Context: an optimization exercise on an open-source flow, tuned for small area, a short achievable clock period and few clock cycles per item. The choices shown serve that exercise and are no tape-out recipe.
The RTL was checked by simulation tests, not by an equivalence proof against the original design.

### flow/config.mk
export PLATFORM = sky130hd
export DESIGN_NAME = adc_window_frequency_monitor
export DESIGN_NICKNAME = adc_window_frequency_monitor
export VERILOG_FILES = /design/flow/design.v
export SDC_FILE = /design/flow/constraint.sdc
export NUM_CORES = 4
export LEC_CHECK = 0
export CAP_MARGIN = 20
export CORE_MARGIN = 2
export CORE_UTILIZATION = 40
export SLEW_MARGIN = 20
### flow/constraint.sdc
create_clock -name core_clock -period 8.0 [get_ports {i_clk}]
set_input_delay 1.6000 -clock core_clock [delete_from_list [all_inputs] [get_ports {i_clk}]]
set_output_delay 1.6000 -clock core_clock [all_outputs]
set_load 0.01 [all_outputs]
### flow/run.sh
#!/bin/bash
# synth_recipe.tcl (not shown) runs the flow's synth.tcl, then flattens the netlist and writes it again
# the make line also repeats each setting of config.mk as NAME=value (left out here)
make -C /OpenROAD-flow-scripts/flow DESIGN_CONFIG=/design/flow/config.mk WORK_HOME=/design/flow/orfs CLKGATE_MAP_FILE= SYNTH_SCRIPT=/design/flow/synth_recipe.tcl finish
### flow/design.v
`timescale 1ns / 1ps
package awfm_pkg;
    localparam int SAMPLE_BITS   = 12;
    localparam int WINDOW_DEF    = 128;
    localparam int DEC_BITS      = 8;
    localparam int TICK_BITS     = 32;
    localparam int HALF_BITS     = 16;
    localparam int CFG_IDX_BITS  = 2;
    localparam int CFG_DATA_BITS = 12;
    localparam int BLK           = 16;
    localparam int NBLK          = WINDOW_DEF / BLK - 2;    
    localparam int TAIL          = 16;
    localparam logic [DEC_BITS-1:0]    DECIMATION_RST = DEC_BITS'(1);
    localparam logic [SAMPLE_BITS-1:0] MIDPOINT_RST   = SAMPLE_BITS'(2048);
    localparam logic [SAMPLE_BITS-1:0] MARGIN_RST     = SAMPLE_BITS'(2047);
    localparam logic [HALF_BITS-1:0]   HALF_MAX       = '1;
    typedef enum logic [CFG_IDX_BITS-1:0] {
        CFG_DECIMATION = 2'd0,
        CFG_MIDPOINT   = 2'd1,
        CFG_MARGIN     = 2'd2
    } t_cfg_idx;
    typedef enum logic [1:0] {
        PH_WAIT_RISE = 2'd0,
        PH_COUNT     = 2'd1,
        PH_STORE     = 2'd2
    } t_phase;
    typedef struct packed {
        logic                   kept;
        logic                   ovl;
        logic                   rise;
        logic                   fall;
        logic [SAMPLE_BITS-1:0] data;
    } t_item;
endpackage
`timescale 1ns / 1ps
import awfm_pkg::*;
module awfm_track
(
    input  logic                   i_clk,
    input  logic                   i_rst_n,
    input  logic                   i_load,
    input  logic                   i_kept,
    input  logic                   i_ovl,
    input  logic                   i_rise,
    input  logic                   i_fall,
    input  logic [SAMPLE_BITS-1:0] i_max,
    input  logic [SAMPLE_BITS-1:0] i_min,
    output logic                   o_taken,
    output logic                   o_ovl_seen,
    output logic [TICK_BITS-1:0]   o_ovl_tick,
    output logic [SAMPLE_BITS-1:0] o_max,
    output logic [SAMPLE_BITS-1:0] o_min,
    output logic [HALF_BITS-1:0]   o_half,
    output logic [TICK_BITS-1:0]   o_ticks
);
    awfm_pkg::t_phase     r_phase;
    logic [HALF_BITS-1:0] r_running;
    logic [TICK_BITS-1:0] n_ticks;
    assign n_ticks = o_ticks + TICK_BITS'(1);
    always_ff @(posedge i_clk) begin
        if (i_load) begin
            o_taken <= i_kept;
        end
    end
    always_ff @(posedge i_clk) begin
        if (!i_rst_n) begin
            o_ticks    <= '0;
            o_ovl_seen <= 1'b0;
            o_ovl_tick <= '0;
            o_max      <= '0;
            o_min      <= '0;
            o_half     <= '0;
            r_phase    <= PH_WAIT_RISE;
            r_running  <= '0;
        end else if (i_load) begin
            o_ticks <= n_ticks;
            if (i_kept) begin
                if (i_ovl) begin
                    o_ovl_seen <= 1'b1;
                    o_ovl_tick <= n_ticks;
                end
                o_max <= i_max;
                o_min <= i_min;
                unique case (r_phase)
                    PH_COUNT: begin
                        if (r_running != HALF_MAX) begin
                            r_running <= r_running + HALF_BITS'(1);
                        end
                        if (i_fall) begin
                            r_phase <= PH_STORE;
                        end
                    end
                    PH_STORE: begin
                        o_half    <= r_running;
                        r_running <= '0;
                        r_phase   <= PH_WAIT_RISE;
                    end
                    default: begin
                        r_running <= '0;
                        r_phase   <= i_rise ? PH_COUNT : PH_WAIT_RISE;
                    end
                endcase
            end
        end
    end
endmodule
`timescale 1ns / 1ps
import awfm_pkg::*;
module awfm_scan
(
    input  logic                   i_clk,
    input  logic                   i_rst_n,
    input  logic                   i_shift,
    input  logic [SAMPLE_BITS-1:0] i_data,
    output logic [SAMPLE_BITS-1:0] o_max,
    output logic [SAMPLE_BITS-1:0] o_min
);
    localparam int W = SAMPLE_BITS;
    function automatic logic [W-1:0] fmax(input logic [W-1:0] a, input logic [W-1:0] b);
        fmax = (a > b) ? a : b;
    endfunction
    function automatic logic [W-1:0] fmin(input logic [W-1:0] a, input logic [W-1:0] b);
        fmin = (a < b) ? a : b;
    endfunction
    logic [W-1:0] r_sr [WINDOW_DEF];
    logic [3:0]   r_pos;
    logic [W-1:0] r_pmax, r_pmin;
    logic [W-1:0] r_bmax [NBLK];
    logic [W-1:0] r_bmin [NBLK];
    logic [2:0]   r_bcnt;
    logic         r_full;
    logic [W-1:0] r_fmax, r_fmin;
    logic [W-1:0] r_gamax, r_gbmax, r_gamin, r_gbmin;
    logic [W-1:0] r_tmax [2];
    logic [W-1:0] r_tmin [2];
    logic [W-1:0] pmax_n, pmin_n;
    logic         first, last;
    assign first  = (r_pos == 4'd0);
    assign last   = (r_pos == 4'(BLK - 1));
    assign pmax_n = first ? i_data : fmax(r_pmax, i_data);
    assign pmin_n = first ? i_data : fmin(r_pmin, i_data);
    logic [W-1:0] bm [NBLK];
    always_comb begin
        for (int j = 0; j < NBLK; j++) bm[j] = (r_bcnt > 3'(j)) ? r_bmax[j] : '0;
    end
    logic [W-1:0] l1max [8], l1min [8];
    logic [W-1:0] l2max [4], l2min [4];
    always_comb begin
        for (int i = 0; i < 8; i++) begin
            if (r_sr[WINDOW_DEF - TAIL - 1 + 2 * i] > r_sr[WINDOW_DEF - TAIL + 2 * i]) begin
                l1max[i] = r_sr[WINDOW_DEF - TAIL - 1 + 2 * i];
                l1min[i] = r_sr[WINDOW_DEF - TAIL + 2 * i];
            end else begin
                l1max[i] = r_sr[WINDOW_DEF - TAIL + 2 * i];
                l1min[i] = r_sr[WINDOW_DEF - TAIL - 1 + 2 * i];
            end
        end
        for (int i = 0; i < 4; i++) begin
            l2max[i] = fmax(l1max[2 * i], l1max[2 * i + 1]);
            l2min[i] = fmin(l1min[2 * i], l1min[2 * i + 1]);
        end
    end
    always_ff @(posedge i_clk) begin
        r_gamax <= fmax(fmax(bm[0], bm[1]), bm[2]);
        r_gbmax <= fmax(fmax(bm[3], bm[4]), bm[5]);
        r_gamin <= fmin(fmin(r_bmin[0], r_bmin[1]), r_bmin[2]);
        r_gbmin <= fmin(fmin(r_bmin[3], r_bmin[4]), r_bmin[5]);
    end
    always_ff @(posedge i_clk) begin
        if (i_shift) begin
            r_sr[0] <= i_data;
            for (int i = 1; i < WINDOW_DEF; i++) r_sr[i] <= r_sr[i - 1];
            r_pmax <= pmax_n;
            r_pmin <= pmin_n;
            for (int i = 0; i < 2; i++) begin
                r_tmax[i] <= fmax(l2max[2 * i], l2max[2 * i + 1]);
                r_tmin[i] <= fmin(l2min[2 * i], l2min[2 * i + 1]);
            end
            if (last) begin
                r_bmax[0] <= pmax_n;
                r_bmin[0] <= pmin_n;
                for (int j = 1; j < NBLK; j++) begin
                    r_bmax[j] <= r_bmax[j - 1];
                    r_bmin[j] <= r_bmin[j - 1];
                end
                r_fmin <= fmin(fmin(r_gamin, r_gbmin), pmin_n);
            end
        end
    end
    always_ff @(posedge i_clk) begin
        if (!i_rst_n) begin
            r_pos  <= '0;
            r_bcnt <= '0;
            r_full <= 1'b0;
            r_fmax <= '0;
        end else if (i_shift) begin
            r_pos <= r_pos + 4'd1;
            if (last) begin
                if (r_bcnt != 3'd7) r_bcnt <= r_bcnt + 3'd1;
                r_full <= r_full || (r_bcnt == 3'd7);
                r_fmax <= fmax(fmax(r_gamax, r_gbmax), pmax_n);
            end
        end
    end
    logic [W-1:0] tmax, tmin;
    assign tmax  = r_full ? fmax(r_tmax[0], r_tmax[1]) : '0;
    assign tmin  = fmin(r_tmin[0], r_tmin[1]);
    assign o_max = fmax(fmax(r_pmax, r_fmax), tmax);
    assign o_min = r_full ? fmin(fmin(r_pmin, r_fmin), tmin) : '0;
endmodule
`timescale 1ns / 1ps
import awfm_pkg::*;
module adc_window_frequency_monitor
#(
    parameter int WINDOW = WINDOW_DEF
) (
    input  logic                     i_clk,
    input  logic                     i_rst_n,
    input  logic                     i_sample_valid,
    output logic                     o_sample_ready,
    input  logic [SAMPLE_BITS-1:0]   i_sample,
    output logic                     o_result_valid,
    input  logic                     i_result_ready,
    output logic                     o_result_taken,
    output logic                     o_result_overload_seen,
    output logic [TICK_BITS-1:0]     o_result_overload_tick,
    output logic [SAMPLE_BITS-1:0]   o_result_window_max,
    output logic [SAMPLE_BITS-1:0]   o_result_window_min,
    output logic [HALF_BITS-1:0]     o_result_half_period,
    output logic [TICK_BITS-1:0]     o_result_tick_count,
    input  logic                     i_cfg_valid,
    output logic                     o_cfg_ready,
    input  logic [CFG_IDX_BITS-1:0]  i_cfg_index,
    input  logic [CFG_DATA_BITS-1:0] i_cfg_data
);
    logic [DEC_BITS-1:0]    r_dec;
    logic [SAMPLE_BITS-1:0] r_mid;
    logic [SAMPLE_BITS-1:0] r_margin;
    assign o_cfg_ready = 1'b1;
    always_ff @(posedge i_clk) begin
        if (!i_rst_n) begin
            r_dec    <= DECIMATION_RST;
            r_mid    <= MIDPOINT_RST;
            r_margin <= MARGIN_RST;
        end else if (i_cfg_valid) begin
            unique case (i_cfg_index)
                CFG_DECIMATION: r_dec    <= i_cfg_data[DEC_BITS-1:0];
                CFG_MIDPOINT:   r_mid    <= i_cfg_data[SAMPLE_BITS-1:0];
                CFG_MARGIN:     r_margin <= i_cfg_data[SAMPLE_BITS-1:0];
                default: ;
            endcase
        end
    end
    logic                   r_ready;
    logic [DEC_BITS-1:0]    r_dcount;
    logic [SAMPLE_BITS-1:0] r_prev;
    logic [DEC_BITS-1:0]    n_dcount;
    logic [SAMPLE_BITS:0]   ovl_limit;
    logic                   in_fire;
    awfm_pkg::t_item        in_item;
    assign o_sample_ready = r_ready;
    assign in_fire        = i_sample_valid && r_ready;
    assign n_dcount       = r_dcount + DEC_BITS'(1);
    assign in_item.kept   = (n_dcount >= r_dec);
    assign ovl_limit      = {1'b0, r_mid} + {1'b0, r_margin};
    assign in_item.ovl    = ({1'b0, i_sample} > ovl_limit);
    assign in_item.rise   = (r_prev < r_mid) && (i_sample > r_mid);
    assign in_item.fall   = (r_prev > r_mid) && (i_sample < r_mid);
    assign in_item.data   = i_sample;
    always_ff @(posedge i_clk) begin
        if (!i_rst_n) begin
            r_dcount <= '0;
            r_prev   <= '0;
        end else if (in_fire) begin
            r_dcount <= in_item.kept ? '0 : n_dcount;
            if (in_item.kept) begin
                r_prev <= i_sample;
            end
        end
    end
    logic            r_hv, r_sv;
    awfm_pkg::t_item r_head, r_skid;
    logic            adv;
    logic            pop;
    assign pop = r_hv && adv;
    always_ff @(posedge i_clk) begin
        if (!i_rst_n) begin
            r_hv    <= 1'b0;
            r_sv    <= 1'b0;
            r_ready <= 1'b1;
        end else begin
            if (pop) begin
                r_hv <= r_sv || in_fire;
                r_sv <= r_sv && in_fire;
            end else begin
                r_hv <= r_hv || in_fire;
                r_sv <= r_sv || (r_hv && in_fire);
            end
            r_ready <= !(pop ? (r_sv && in_fire) : (r_sv || (r_hv && in_fire)));
        end
    end
    always_ff @(posedge i_clk) begin
        if (pop ? !r_sv : !r_hv) begin
            r_head <= in_item;
        end else if (pop) begin
            r_head <= r_skid;
        end
        if (in_fire) begin
            r_skid <= in_item;
        end
    end
    logic                   r_v1;
    logic                   r_k1, r_o1, r_r1, r_f1;
    logic [SAMPLE_BITS-1:0] win_max, win_min;
    assign adv = !o_result_valid || i_result_ready;
    awfm_scan u_scan (
        .i_clk   (i_clk),
        .i_rst_n (i_rst_n),
        .i_shift (pop && r_head.kept),
        .i_data  (r_head.data),
        .o_max   (win_max),
        .o_min   (win_min)
    );
    always_ff @(posedge i_clk) begin
        if (!i_rst_n) begin
            r_v1 <= 1'b0;
        end else if (adv) begin
            r_v1 <= r_hv;
        end
    end
    always_ff @(posedge i_clk) begin
        if (pop) begin
            r_k1 <= r_head.kept;
            r_o1 <= r_head.ovl;
            r_r1 <= r_head.rise;
            r_f1 <= r_head.fall;
        end
    end
    logic r_out_valid;
    always_ff @(posedge i_clk) begin
        if (!i_rst_n) begin
            r_out_valid <= 1'b0;
        end else if (adv) begin
            r_out_valid <= r_v1;
        end
    end
    assign o_result_valid = r_out_valid;
    awfm_track u_track (
        .i_clk      (i_clk),
        .i_rst_n    (i_rst_n),
        .i_load     (adv && r_v1),
        .i_kept     (r_k1),
        .i_ovl      (r_o1),
        .i_rise     (r_r1),
        .i_fall     (r_f1),
        .i_max      (win_max),
        .i_min      (win_min),
        .o_taken    (o_result_taken),
        .o_ovl_seen (o_result_overload_seen),
        .o_ovl_tick (o_result_overload_tick),
        .o_max      (o_result_window_max),
        .o_min      (o_result_window_min),
        .o_half     (o_result_half_period),
        .o_ticks    (o_result_tick_count)
    );
endmodule
==> impl_metrics.json <==
{
  "status": "complete, no violations",
  "ys_ff_latch": 2037,
  "synth_top_area_frac": 0.648,
  "max_stage_delay_ns": 0.75,
  "die_area_um2": 211000,
  "gp_routability_congestion": 0.850,
  "hold_ws_ns": 0.401,
  "diodes": 0,
  "drv_cap": 0,
  "yosysSeqAreaShare": 0.708,
  "wl_per_cell_um": 18.1,
  "hp-start": "u_scan.r_sr[97][5]",
  "cp-start-kind": "register",
  "synth_edf_count": 1789,
  "cp.arrival_ns": 7.90,
  "end_kind": "register",
  "setup_viol": 0,
  "total_power_w": 0.0225,
  "cpLargestDelayFamily": "compound AO/OA/AOI/OAI gates",
  "overflow": 0,
  "yosysWarnings": 13,
  "hold_viol": 0,
  "final_cells": 8680,
  "crit_slowest_cell": "a2111oi_0",
  "slew_violations": 0,
  "syn-num-nets": 6077,
  "syn_to_final_growth_pct": 14.2,
  "worstReg2RegStart": "u_scan.r_sr[118][9]",
  "dpl.hpwl_mm": 104,
  "critPathBufInv": 6,
  "coreArea_um2": 207000,
  "final_area_um2": 94700,
  "synth.distinct_cells": 79,
  "port_buffers": 138,
  "r2r_slack_ns": 0.63,
  "fin_worst_skew_ns": 0.0596,
  "cts-root-buf": "clkbuf_16",
  "start_util": 0.401,
  "firstDrtPassIters": 7,
  "crit_fanout": 18,
  "cp.required_ns": 8.54,
  "ff2ff_path_depth": 29,
  "antenna_found_initial": 2,
  "worst_pin_slew_ns": 1.13,
  "die_h_um": 459,
  "synth_area_leaders": "edfxtp_1, ha_1, dfxtp_1, mux2i_1, inv_1",
  "drc": 0,
  "synth.cell_area_um2": 82900,
  "htreeDepth": 4,
  "fin_crit_sh": 0.921,
  "hold_depth": 0,
  "grt_first_pass_wirelength_mm": 244,
  "track_usage": 0.146,
  "max-slew-margin-rel": 0.248,
  "io_pins": 140,
  "synthCells": 5518,
  "fin_nets": 6353,
  "cts_buffers": 207,
  "min_to": "u_scan.r_sr[98][5]",
  "cts_resized": 0,
  "grt_pass1_vias": 42900,
  "clkSinkCount": 2037,
  "fmax_ghz": 0.136,
  "period_needed_ns": 7.37,
  "r2r-end": "u_scan.r_tmin[0][8]",
  "rsz0062_at_grt": "false",
  "powerDensity_nw_per_um2": 238,
  "synth_area_per_cell_um2": 15.0,
  "insertion_delay_ns": 0.83,
  "fin_setup_tns_ns": 0,
  "grt_max_degree": 212,
  "ir_drop_mv": 0.225,
  "vias": 43500,
  "hp-class": "register to register",
  "wirelength_mm": 157,
  "clockBufferDepth": 3,
  "initialDrtViolationCount": 3035,
  "num_rows": 167,
  "synthArstFlopShare": 0,
  "dp.cells": 8288,
  "clkTransAtPathRegs_ns": 0.06,
  "synthFlopType": "edfxtp_1",
  "leakagePower_nw": 32.9,
  "via_per_inst": 5.01,
  "ant_nets": 0,
  "criticalPathCategory": "register to register",
  "placed_cell_area_um2": 87800,
  "layout-drive-gt1-share": 0.0828,
  "synth.largest_area_cell": "edfxtp_1",
  "cts_tree": "yes",
  "die-width_um": 459
}
## layer usage
layer / vias up / GRT usage / wire (um)
li1: 21100 / - / -
met1: 21400 / 0.218 / 78300
met2: 817 / 0.217 / 67700
met3: 228 / 0.0316 / 8280
met4: 2 / 0.0374 / 3030
met5: - / 0 / 13
## Yosys cell counts (62+ instances only)
master       n
dfxtp_1    248
edfxtp_1  1789
a21oi_1    238
o21ai_0    184
mux2_2      79
clkbuf_1   105
ha_1       527
nand2b_1    62
a21o_1     100
inv_1      453
nand2_1    381
nor2_1     205
nand4_1    108
mux2i_1    268
## report_power, final
group / switching [W] / total (W) / internal, W
combinational: 0.000592 / 0.000815 / 0.000223
clock: 0.00413 / 0.00969 / 0.00556
sequential: 0.000101 / 0.0120 / 0.0119
total: 0.00483 / 0.0225 / 0.0177
## flip-flops by register name, summed over array words and instances, names as in the netlist, 24 cells and up
signal              count
u_scan.r_sr          1524
u_scan.r_bmax          72
u_scan.r_bmin          72
u_track.o_ovl_tick     32
u_track.o_ticks        32
u_scan.r_tmax          24
u_scan.r_tmin          24
## cell families (layout without fill, tap and decap cells)
kind of cell / count (synthesis) / after routing / share of synthesized area
buffers and inverters: 589 / 1046 / 0.0272
flip-flops: 2037 / 2037 / 0.708
adder cells (fa/ha/maj): 530 / 530 / 0.0800
multiplexers: 404 / 404 / 0.0508
AO/OA/AOI/OAI: 813 / 814 / 0.0637
other: 1 / 1 / 0.0000452
XOR/XNOR: 89 / 89 / 0.00940
AND/OR/NAND/NOR: 1055 / 1055 / 0.0613
## cell usage in the layout, fill, tap and decap left out, types with 61 or more instances in the layout
cell type | netlist | final
a21o_1 | 100 | 100
a21oi_1 | 238 | 237
clkbuf_16 | 0 | 211
clkdlybuf4s50_1 | 0 | 137
dfxtp_1 | 248 | 248
edfxtp_1 | 1789 | 1789
ha_1 | 527 | 527
inv_1 | 453 | 452
mux2_2 | 79 | 79
mux2i_1 | 268 | 268
nand2_1 | 381 | 381
nand2b_1 | 62 | 62
nand4_1 | 108 | 108
nor2_1 | 205 | 203
nor2b_1 | 61 | 61
o21ai_0 | 184 | 183
## layout make-up
class	instances	area [um^2]
clock buffer	256	5550
clock inverter	135	1400
fill	17900	112000
inverter	454	1710
multi-input combinational	2893	22100
sequential	2037	58700
tap	2704	3380
timing repair buffer	201	1940
## worst register-to-register path, delay by kind of cell (launching register included)
kind | cells | cell delay [ns]
fa+ha+maj | 3 | 0.90
flops | 1 | 0.49
compound gates | 13 | 3.22
mux | 3 | 0.93
simple gates | 4 | 0.42
buf+inv | 6 | 1.14
## worst max-delay path by stage
stage	start	endpoint	slack (ns)	cells past startpoint
CTS	u_scan.r_sr[124][1]	u_scan.r_tmax[1][8]	0.59	27
global placement	u_scan.r_sr[124][1]	u_scan.r_tmax[1][8]	0.61	27
finish	u_scan.r_sr[118][9]	u_scan.r_tmin[0][8]	0.63	29
floorplan	i_result_ready	u_scan.r_fmax[2]	0.02	8
global route	u_scan.r_sr[115][11]	u_scan.r_tmin[0][8]	0.16	31
detailed placement	u_scan.r_sr[124][1]	u_scan.r_tmax[1][8]	0.60	27
## per-stage QoR
step	util	setup slack (ns)
6_report	0.458	0.631
5_1_grt	0.458	0.159
4_1_cts	0.458	0.586
3_5_place_dp	0.425	0.601
3_3_place_gp	0.425	0.612
2_1_floorplan	-	0.0158
## timing repair
action	4_1_cts	5_1_grt
hold buffers	0	0
endpoints found under the setup margin	0	6
setup buffers	0	0
Testbench counts, summed over its fixed seeds: cycles 4,664, items 4,608.

static timing again, ports no longer ideal:
The results above use ideal ports. As a check the final layout listed here was re-extracted and re-timed, cells and wires unchanged. Step 1 assumes that a clkbuf_16 drives the clock port and a buf_2 every other input. Step 2, shift: input delay + t, output delay - t, t = (earliest + latest rising clock arrival at the registers) / 2. This alone moves slack from input paths to output paths. Slacks: ideal ports / drivers / drivers and shift; pairs: ideal ports / drivers.
t, ns: 0.891
setup WS [ns]: 0.631 / 0.631 / 0.631
worst setup path after step 2: register to register
pins driven straight from the clock port: 1
After both steps this run still meets setup and hold. The setup slack of this run moves by 0.000 ns with the drivers and by 0.000 ns with both steps.
